From an optimization exercise on the open Yosys and OpenROAD flow, aimed at a short achievable clock period and few clock cycles per item; shortcuts taken in it are not production practice. Function was checked by simulation only, so behaviour that the tests miss may differ from the original. Power figures rest on the tool's default switching activity, not on a simulated workload.

### flow/config.mk
export PLATFORM = sky130hd
export DESIGN_NAME = dlx_core
export DESIGN_NICKNAME = dlx_core
export VERILOG_FILES = /design/flow/design.v
export SDC_FILE = /design/flow/constraint.sdc
export NUM_CORES = 8
export LEC_CHECK = 0
export CAP_MARGIN = 20
export CORE_MARGIN = 2
export CORE_UTILIZATION = 40
export PLACE_DENSITY = 0.6
export SLEW_MARGIN = 20
### flow/constraint.sdc
create_clock -name core_clock -period 9.0 [get_ports {clk}]
set_input_delay 1.8000 -clock core_clock [delete_from_list [all_inputs] [get_ports {clk}]]
set_output_delay 1.8000 -clock core_clock [all_outputs]
set_load 0.01 [all_outputs]
### flow/design.v
`timescale 1ns/1ps
`default_nettype none
package dlx_isa_pkg;
  localparam int WORD_WIDTH   = 32;
  localparam int REG_COUNT    = 32;
  localparam int REG_BITS     = 5;
  localparam int OPCODE_WIDTH = 6;
  localparam int FUNCT_WIDTH  = 6;
  localparam int IMM_WIDTH    = 16;
  typedef logic [WORD_WIDTH-1:0]   word_t;
  typedef logic [REG_BITS-1:0]     reg_addr_t;
  typedef logic [OPCODE_WIDTH-1:0] opcode_t;
  typedef logic [FUNCT_WIDTH-1:0]  funct_t;
  typedef logic [IMM_WIDTH-1:0]    imm16_t;
  localparam opcode_t OP_RTYPE = 6'h00;
  localparam opcode_t OP_J     = 6'h02;
  localparam opcode_t OP_JAL   = 6'h03;
  localparam opcode_t OP_BEQZ  = 6'h04;
  localparam opcode_t OP_BNEZ  = 6'h05;
  localparam opcode_t OP_ADDI  = 6'h08;
  localparam opcode_t OP_ANDI  = 6'h0c;
  localparam opcode_t OP_ORI   = 6'h0d;
  localparam opcode_t OP_XORI  = 6'h0e;
  localparam opcode_t OP_JR    = 6'h12;
  localparam opcode_t OP_JALR  = 6'h13;
  localparam funct_t FN_ADD = 6'h20;
  localparam funct_t FN_SUB = 6'h22;
  localparam funct_t FN_AND = 6'h24;
  localparam funct_t FN_OR  = 6'h25;
  localparam funct_t FN_XOR = 6'h26;
  localparam funct_t FN_SLT = 6'h2a;
  localparam reg_addr_t LINK_REG = 5'd31;  
endpackage
`default_nettype wire
`timescale 1ns/1ps
`default_nettype none
package dlx_core_pkg;
  typedef enum logic [2:0] {
    ALU_ADD,
    ALU_SUB,
    ALU_AND,
    ALU_OR,
    ALU_XOR,
    ALU_SLT,
    ALU_PASS_B
  } alu_op_t;
  typedef enum logic [2:0] {
    FLOW_NEXT,
    FLOW_BEQZ,
    FLOW_BNEZ,
    FLOW_JUMP_REL,
    FLOW_JUMP_REG
  } flow_t;
  typedef struct packed {
    logic [31:0]           pc;
    logic [31:0]           pc_plus_four;
    alu_op_t                alu_op;
    flow_t                  flow;
    logic [31:0]           operand_a;
    logic [31:0]           operand_b;    
    logic [31:0]           offset;       
    logic [4:0]             dest;
    logic                   write;
    logic                   link;
  } decoded_t;
  typedef struct packed {
    logic               taken;
    logic [31:0]        target;
  } redirect_t;
  typedef struct packed {
    logic [31:0]           pc;
    logic                   write;
    logic [4:0]             dest;
    logic [31:0]           data;
  } retire_t;
endpackage
`default_nettype wire
`timescale 1ns/1ps
`default_nettype none
import dlx_isa_pkg::*;
module instr_fetch #(
  parameter dlx_isa_pkg::word_t reset_address = '0
) (
  input  wire logic                    clk,
  input  wire logic                    reset,
  input  wire logic                    stall,
  input  wire dlx_core_pkg::redirect_t redirect,
  output      dlx_isa_pkg::word_t      instr_addr,
  output      dlx_isa_pkg::word_t      pc_plus_four
);
  dlx_isa_pkg::word_t pc;
  dlx_isa_pkg::word_t next_pc;
  assign pc_plus_four = pc + 32'd4;
  assign next_pc = redirect.taken ? redirect.target : pc_plus_four;
  always_ff @(posedge clk or posedge reset) begin
    if (reset) begin
      pc <= reset_address;
    end else if (!stall) begin
      pc <= next_pc;
    end  
  end
  assign instr_addr = pc;
endmodule
`default_nettype wire
`timescale 1ns/1ps
`default_nettype none
import dlx_isa_pkg::*; import dlx_core_pkg::*;
module instr_decode (
  input  wire dlx_isa_pkg::word_t     instr_data,
  input  wire dlx_isa_pkg::word_t     pc,
  input  wire dlx_isa_pkg::word_t     pc_plus_four,
  output      dlx_isa_pkg::reg_addr_t rs1_addr,
  output      dlx_isa_pkg::reg_addr_t rs2_addr,
  input  wire dlx_isa_pkg::word_t     rs1_data,
  input  wire dlx_isa_pkg::word_t     rs2_data,
  output      dlx_core_pkg::decoded_t decoded
);
  dlx_isa_pkg::opcode_t   opcode;
  dlx_isa_pkg::funct_t    funct;
  dlx_isa_pkg::reg_addr_t rd;
  dlx_isa_pkg::imm16_t    imm;
  dlx_isa_pkg::word_t     imm_sext;
  dlx_isa_pkg::word_t     imm_zext;
  dlx_isa_pkg::word_t     disp_sext;
  logic      writes_reg;
  assign opcode   = instr_data[31:26];
  assign rs1_addr = instr_data[25:21];
  assign rs2_addr = instr_data[20:16];  
  assign rd       = instr_data[15:11];
  assign funct    = instr_data[5:0];
  assign imm      = instr_data[15:0];
  assign imm_sext  = {{16{imm[15]}}, imm};
  assign imm_zext  = {16'h0000, imm};
  assign disp_sext = {{6{instr_data[25]}}, instr_data[25:0]};
  always_comb begin
    decoded              = '0;
    decoded.pc           = pc;
    decoded.pc_plus_four = pc_plus_four;
    decoded.alu_op       = ALU_PASS_B;
    decoded.flow         = FLOW_NEXT;
    decoded.operand_a    = rs1_data;
    decoded.operand_b    = imm_sext;
    decoded.offset       = imm_sext;
    decoded.dest         = rs2_addr;
    decoded.link         = 1'b0;
    writes_reg           = 1'b0;
    case (opcode)
      OP_RTYPE: begin
        decoded.operand_b = rs2_data;
        decoded.dest      = rd;
        writes_reg        = 1'b1;
        case (funct)
          FN_ADD:  decoded.alu_op = ALU_ADD;
          FN_SUB:  decoded.alu_op = ALU_SUB;
          FN_AND:  decoded.alu_op = ALU_AND;
          FN_OR:   decoded.alu_op = ALU_OR;
          FN_XOR:  decoded.alu_op = ALU_XOR;
          FN_SLT:  decoded.alu_op = ALU_SLT;
          default: writes_reg     = 1'b0;  
        endcase
      end
      OP_ADDI: begin
        decoded.alu_op = ALU_ADD;
        writes_reg     = 1'b1;
      end
      OP_ANDI, OP_ORI, OP_XORI: begin
        decoded.operand_b = imm_zext;  
        decoded.alu_op    = (opcode == OP_ANDI) ? ALU_AND :
                            (opcode == OP_ORI)  ? ALU_OR  : ALU_XOR;
        writes_reg        = 1'b1;
      end
      OP_BEQZ: decoded.flow = FLOW_BEQZ;
      OP_BNEZ: decoded.flow = FLOW_BNEZ;
      OP_J, OP_JAL: begin
        decoded.flow   = FLOW_JUMP_REL;
        decoded.offset = disp_sext;
        decoded.link   = (opcode == OP_JAL);
        decoded.dest   = LINK_REG;
        writes_reg     = (opcode == OP_JAL);
      end
      OP_JR, OP_JALR: begin
        decoded.flow      = FLOW_JUMP_REG;
        decoded.operand_a = {rs1_data[31:2], 2'b00};  
        decoded.link      = (opcode == OP_JALR);
        decoded.dest      = LINK_REG;
        writes_reg        = (opcode == OP_JALR);
      end
      default: ;  
    endcase
    decoded.write = writes_reg && (decoded.dest != '0);  
  end
endmodule
`default_nettype wire
`timescale 1ns/1ps
`default_nettype none
import dlx_isa_pkg::*; import dlx_core_pkg::*;
module execute_unit (
  input  wire dlx_core_pkg::decoded_t  decoded,
  output      dlx_core_pkg::redirect_t redirect,
  output      dlx_core_pkg::retire_t   result
);
  dlx_isa_pkg::word_t a;
  dlx_isa_pkg::word_t b;
  dlx_isa_pkg::word_t alu_out;
  dlx_isa_pkg::word_t rel_target;
  logic  a_is_zero;
  assign a = decoded.operand_a;
  assign b = decoded.operand_b;
  always_comb begin
    case (decoded.alu_op)
      ALU_ADD:    alu_out = a + b;
      ALU_SUB:    alu_out = a - b;
      ALU_AND:    alu_out = a & b;
      ALU_OR:     alu_out = a | b;
      ALU_XOR:    alu_out = a ^ b;
      ALU_SLT:    alu_out = {31'd0, $signed(a) < $signed(b)};  
      ALU_PASS_B: alu_out = b;
      default:    alu_out = b;
    endcase
  end
  assign rel_target = decoded.pc_plus_four + decoded.offset;
  assign a_is_zero  = (a == '0);
  always_comb begin
    redirect.taken  = 1'b0;
    redirect.target = rel_target;
    case (decoded.flow)
      FLOW_BEQZ:     redirect.taken = a_is_zero;
      FLOW_BNEZ:     redirect.taken = !a_is_zero;
      FLOW_JUMP_REL: redirect.taken = 1'b1;
      FLOW_JUMP_REG: begin
        redirect.taken  = 1'b1;
        redirect.target = a;  
      end
      default:       redirect.taken = 1'b0;
    endcase
  end
  assign result.pc    = decoded.pc;
  assign result.write = decoded.write;
  assign result.dest  = decoded.dest;
  assign result.data  = decoded.link ? decoded.pc_plus_four : alu_out;  
endmodule
`default_nettype wire
`timescale 1ns/1ps
`default_nettype none
import dlx_isa_pkg::*; import dlx_core_pkg::*;
module result_writeback (
  input  wire logic                   clk,
  input  wire logic                   reset,
  input  wire logic                   stall,
  input  wire dlx_isa_pkg::reg_addr_t rs1_addr,
  input  wire dlx_isa_pkg::reg_addr_t rs2_addr,
  output      dlx_isa_pkg::word_t     rs1_data,
  output      dlx_isa_pkg::word_t     rs2_data,
  input  wire dlx_core_pkg::retire_t  result,
  output      dlx_core_pkg::retire_t  retire,
  output      logic                   retire_valid
);
  dlx_isa_pkg::word_t regs [REG_COUNT];
  assign rs1_data = (rs1_addr == '0) ? '0 : regs[rs1_addr];
  assign rs2_data = (rs2_addr == '0) ? '0 : regs[rs2_addr];
  always_ff @(posedge clk or posedge reset) begin
    if (reset) begin
      for (int i = 0; i < REG_COUNT; i++) begin
        regs[i] <= '0;
      end
    end else if (!stall && result.write) begin
      regs[result.dest] <= result.data;
    end
  end
  always_ff @(posedge clk or posedge reset) begin
    if (reset) begin
      retire       <= '0;
      retire_valid <= 1'b0;
    end else begin
      retire_valid <= !stall;
      if (!stall) begin
        retire <= result;
      end else begin
        retire.write <= 1'b0;  
      end
    end
  end
endmodule
`default_nettype wire
`timescale 1ns/1ps
`default_nettype none
import dlx_isa_pkg::*; import dlx_core_pkg::*;
module dlx_core_top #(
  parameter dlx_isa_pkg::word_t reset_address = '0
) (
  input  wire logic                  clk,
  input  wire logic                  reset,
  input  wire logic                  stall,
  input  wire dlx_isa_pkg::word_t    instr_data,
  output      dlx_isa_pkg::word_t    instr_addr,
  output      dlx_core_pkg::retire_t retire,
  output      logic                  retire_valid
);
  dlx_isa_pkg::word_t     pc_plus_four;
  dlx_core_pkg::redirect_t redirect;
  dlx_isa_pkg::reg_addr_t rs1_addr;
  dlx_isa_pkg::reg_addr_t rs2_addr;
  dlx_isa_pkg::word_t     rs1_data;
  dlx_isa_pkg::word_t     rs2_data;
  dlx_core_pkg::decoded_t  decoded;
  dlx_core_pkg::retire_t   result;
  instr_fetch #(
    .reset_address(reset_address)
  ) fetch_i (
    .clk         (clk),
    .reset       (reset),
    .stall       (stall),
    .redirect    (redirect),
    .instr_addr  (instr_addr),
    .pc_plus_four(pc_plus_four)
  );
  instr_decode decode_i (
    .instr_data  (instr_data),
    .pc          (instr_addr),  
    .pc_plus_four(pc_plus_four),
    .rs1_addr    (rs1_addr),
    .rs2_addr    (rs2_addr),
    .rs1_data    (rs1_data),
    .rs2_data    (rs2_data),
    .decoded     (decoded)
  );
  execute_unit execute_i (
    .decoded (decoded),
    .redirect(redirect),
    .result  (result)
  );
  result_writeback writeback_i (
    .clk         (clk),
    .reset       (reset),
    .stall       (stall),
    .rs1_addr    (rs1_addr),
    .rs2_addr    (rs2_addr),
    .rs1_data    (rs1_data),
    .rs2_data    (rs2_data),
    .result      (result),
    .retire      (retire),
    .retire_valid(retire_valid)
  );
endmodule
`default_nettype wire
`timescale 1ns/1ps
`default_nettype none
module dlx_core (
  input  wire logic        clk,
  input  wire logic        reset,
  input  wire logic        stall,
  input  wire logic [31:0] instr_data,
  output      logic [31:0] instr_addr,
  output      logic [31:0] retire_pc,
  output      logic        retire_write,
  output      logic [4:0]  retire_dest,
  output      logic [31:0] retire_data,
  output      logic        retire_valid
);
  dlx_core_pkg::retire_t retire;
  dlx_core_top #(
    .reset_address(32'h0000_0000)
  ) core_i (
    .clk         (clk),
    .reset       (reset),
    .stall       (stall),
    .instr_data  (instr_data),
    .instr_addr  (instr_addr),
    .retire      (retire),
    .retire_valid(retire_valid)
  );
  assign retire_pc    = retire.pc;
  assign retire_write = retire.write;
  assign retire_dest  = retire.dest;
  assign retire_data  = retire.data;
endmodule
`default_nettype wire
### flow/run.sh
#!/bin/bash
# synth_recipe.tcl (not shown) runs the flow's synth.tcl, then flattens the netlist and writes it again
# the make line also repeats each setting of config.mk as NAME=value (left out here)
make -C /OpenROAD-flow-scripts/flow DESIGN_CONFIG=/design/flow/config.mk WORK_HOME=/design/flow/orfs CLKGATE_MAP_FILE= SYNTH_SCRIPT=/design/flow/synth_recipe.tcl finish
==> run summary <==
[flip-flops by register name, summed over array words and instances, names as in the netlist]
signal,flops
core_i.fetch_i.pc,32
core_i.writeback_i.retire,70
core_i.writeback_i.regs,992
core_i.writeback_i.retire_valid,1
[final cells by class]
cell class,count,area [sq um]
fill,14795,79600
multi-input combinational,5175,31100
sequential,1095,27400
timing repair buffer,662,6050
clock buffer,169,3490
tap,2030,2540
clock inverter,56,807
inverter,146,552
antenna,51,128
[Yosys cell counts (14+ instances only)]
cell,n
nand2_1,1178
dfrtp_1,1095
o21ai_0,1008
clkbuf_1,580
a22oi_1,493
nand3_1,368
nor2_1,257
a21oi_1,256
and3_1,217
nand4_1,165
inv_1,143
ha_1,131
mux2_2,122
nor3_1,91
a211oi_1,63
a221oi_1,62
nor4_1,59
a2111oi_0,57
a22o_1,50
xnor2_1,50
a21o_1,45
buf_1,44
buf_2,39
a222oi_1,37
buf_4,33
a31oi_1,31
and4_1,28
nand2b_1,26
o21bai_1,26
o31ai_1,21
xor2_1,17
a211o_1,16
a2bb2oi_1,16
a32oi_1,16
or3_1,16
and2_1,14
o21a_1,14
o22ai_1,14
[worst max-delay path, delay by kind of cell]
kind,cells,cell delay [ns]
buffers and inverters,10,2.51
AOI/OAI and AO/OA,10,2.34
and+or+nand+nor,9,2.28
adders and majority gates,1,0.18
[per-layer routing]
layer  GRT usage, %  vias to the layer above  share of wire [%]  wire, um
li1               -                    26171                  -         -
met1           54.5                    31483                 37    126000
met2           58.1                     5776                 39    134000
met3           17.1                     1863                 15     50600
met4           30.9                       18                9.4     32400
met5          0.431                        -              0.055       189
[final timing paths]
kind	start	to	slack [ns]	depth (start not counted)
worst max register to register	core_i.writeback_i.regs[5][11]$_DFFE_PP0P_	core_i.writeback_i.retire[24]$_DFFE_PP0N_	2.81	22
worst max-delay path	instr_data[20]	core_i.writeback_i.regs[8][28]$_DFFE_PP0P_	0.52	30
worst min-delay path	core_i.writeback_i.retire[65]$_DFFE_PP0N_	core_i.writeback_i.retire[65]$_DFFE_PP0N_	0.49	2
worst min register to register	core_i.writeback_i.retire[65]$_DFFE_PP0N_	core_i.writeback_i.retire[65]$_DFFE_PP0N_	0.49	2
min in group asynchronous	reset	core_i.writeback_i.regs[17][23]$_DFFE_PP0P_	1.33	2
max in group asynchronous	reset	core_i.writeback_i.retire[24]$_DFFE_PP0N_	5.67	4
[power by group]
part           total (W)  internal [W]  leakage [nW]  switching, W
registers        0.00574       0.00531          14.9      0.000425
logic            0.00257      0.000952          15.2       0.00162
clock network    0.00544       0.00314          2.11       0.00230
[layout by cell type (no fill, tap or decap), types with 51 or more instances in the layout]
cell type and count:
a2111oi_0 56, a211oi_1 62, a21oi_1 246, a221oi_1 62
a22oi_1 492, and3_1 215, buf_12 60, buf_4 466
clkbuf_16 121, clkdlybuf4s50_1 131, dfrtp_1 1095, diode_2 51
ha_1 131, inv_1 141, mux2_2 122, nand2_1 1146
nand3_1 368, nand4_1 165, nor2_1 202, nor3_1 88
nor4_1 58, o21ai_0 1000
[cell families after synthesis]
family	after synthesis	share of synthesized area (%)
AND/OR/NAND/NOR	2508	19.2
AO/OA/AOI/OAI	2336	24.3
flip-flops	1095	44.9
buffers and inverters	842	5.46
adder cells (fa/ha/maj)	134	2.78
multiplexers	130	2.39
XOR/XNOR	67	0.961
[per-stage QoR]
stage	utilization [%]	std cells	setup WS [ns]
detailed placement	44.6	9108	0.0847
global placement	44.6	9108	0.152
CTS	47.4	9333	0.905
floorplan	-	7112	-7.91
finish	47.5	9384	0.523
global route	47.4	9335	0.438
==> impl_metrics.env <==
export IMPL_synthTopCellsByArea="dfrtp_1 45%, o21ai_0 8.3%, nand2_1 7.2%, a22oi_1 6.1%, clkbuf_1 3.6%"
export IMPL_cts_tree="done"
export IMPL_syn_area_sq_mm=0.0611
export IMPL_cts_hold_buf=0
export IMPL_layout_drive_gt1_share_pct=14.1
export IMPL_clk_latency_ns=0.82
export IMPL_ys_warn_count=5
export IMPL_worstSetupPathType="in2reg"
export IMPL_rows=143
export IMPL_drc=0
export IMPL_cts_buffers=120
export IMPL_drt_vias_per_instance=6.96
export IMPL_clk_pin_slew_worst_paths_ns=0.06
export IMPL_die_y_um=395
export IMPL_wl_mm=343
export IMPL_ant_nets=0
export IMPL_setup_viol=0
export IMPL_worstSetupEndpointType="register"
export IMPL_synth_top_cell_area_share_pct=44.9
export IMPL_cp_slowest_cell="a211oi_1"
export IMPL_startpoint_type="primary input"
export IMPL_avgSynthCellArea_sq_um=8.59
export IMPL_place_gp_congestion=1.04
export IMPL_core_sq_mm=0.152
export IMPL_ys_types=83
export IMPL_skew_ns=0.0763
export IMPL_drt_wirelength_per_cell_um=36.5
export IMPL_yosysSeqAreaShare_pct=44.9
export IMPL_io_buffers=137
export IMPL_start_util_pct=40.2
export IMPL_stdcell_area_sq_mm=0.0721
export IMPL_cts_root_buffer="clkbuf_16"
export IMPL_fin_crit_ns=8.48
export IMPL_min_path_type="reg2reg"
export IMPL_rsz0062_at_grt="false"
export IMPL_syn_to_final_growth_pct=18.1
export IMPL_overflow=0
export IMPL_numClockSinks=1095
export IMPL_synth_cells=7112
export IMPL_min_period_over_period_pct=94.2
export IMPL_outcome="finished clean"
export IMPL_clockBufferDepth=3
export IMPL_async_flop_share_pct=100
export IMPL_cts_resized=0
export IMPL_grt_antenna_before_repair=24
export IMPL_routed_via_count=65311
export IMPL_place_hpwl_mm=226
export IMPL_cp_common_cell="buf_4"
export IMPL_power_density_mw_per_mm2=191
export IMPL_total_power_w=0.0138
export IMPL_grt_pass1_wl_mm=476
export IMPL_drt_first_pass_iters=9
export IMPL_ios=138
export IMPL_drv_slew=0
export IMPL_grt_max_degree=168
export IMPL_worstMarginPinSlew_ns=1.35
export IMPL_fin_setup_tns_ns=0
export IMPL_synth_top_cell_by_area="dfrtp_1"
export IMPL_ys_ff_latch=1095
export IMPL_die_width_um=395
export IMPL_critical_path_max_stage_delay_ns=0.81
export IMPL_maxSlewHeadroom_pct=9.28
export IMPL_timing_hold_ws_ns=0.485
export IMPL_cp_arrival_ns=9.18
export IMPL_track_usage_pct=42.7
export IMPL_cts_max_level=3
export IMPL_maxCapViolCount=0
export IMPL_max_clock_freq_ghz=0.118
export IMPL_final_hold_violation_count=0
export IMPL_p_leak_nw=32.1
export IMPL_synth_edf_count=0
export IMPL_vdd_drop_max_mv=0.168
export IMPL_die_area_sq_mm=0.156
export IMPL_post_cts_buffers=0
export IMPL_critPathMaxFanout=14
export IMPL_placed_area_sq_mm=0.0677
export IMPL_required_ns=9.71
export IMPL_grt_pass1_vias=60530
export IMPL_initialDrtViolationCount=11100
export IMPL_nNetsFinal=7369
export IMPL_syn_nets=7281
export IMPL_synth_ff_type="dfrtp_1"
Testbench counts, summed over its fixed seeds: cycles 40,016, instructions 40,000.

[afterwards: timing with drivers on the ports]
The flow's constraints put no driver on any port. The routed layout listed below was extracted and timed again, unchanged, in two steps.
Step 1 (the two cells are an assumption about what drives the block):
set clk [get_ports {clk}]
set_driving_cell -lib_cell sky130_fd_sc_hd__clkbuf_16 $clk
set_driving_cell -lib_cell sky130_fd_sc_hd__buf_2 [delete_from_list [all_inputs] $clk]
Step 2 adds t to the input delays and takes it off the output delays; t is the mean of the earliest and latest rising clock arrival at the registers after step 1. Input paths then give back, and output paths get back, about the clock's delay inside the block.
Slacks: no drivers / after step 1 / after step 2; pairs: no drivers / after step 1.
t (ns): 0.868
setup slack, ns: 0.523 / 0.417 / -0.451
worst hold slack (ns): 0.485 / 0.485 / 0.485
worst setup path after step 2: input to register
slew at the worst register clock pin (ns): 0.07 / 0.07
With both steps, setup timing fails in this run, where it was met with ideal ports. The setup slack of this run moves by -0.106 ns with the drivers and by -0.974 ns with both steps.
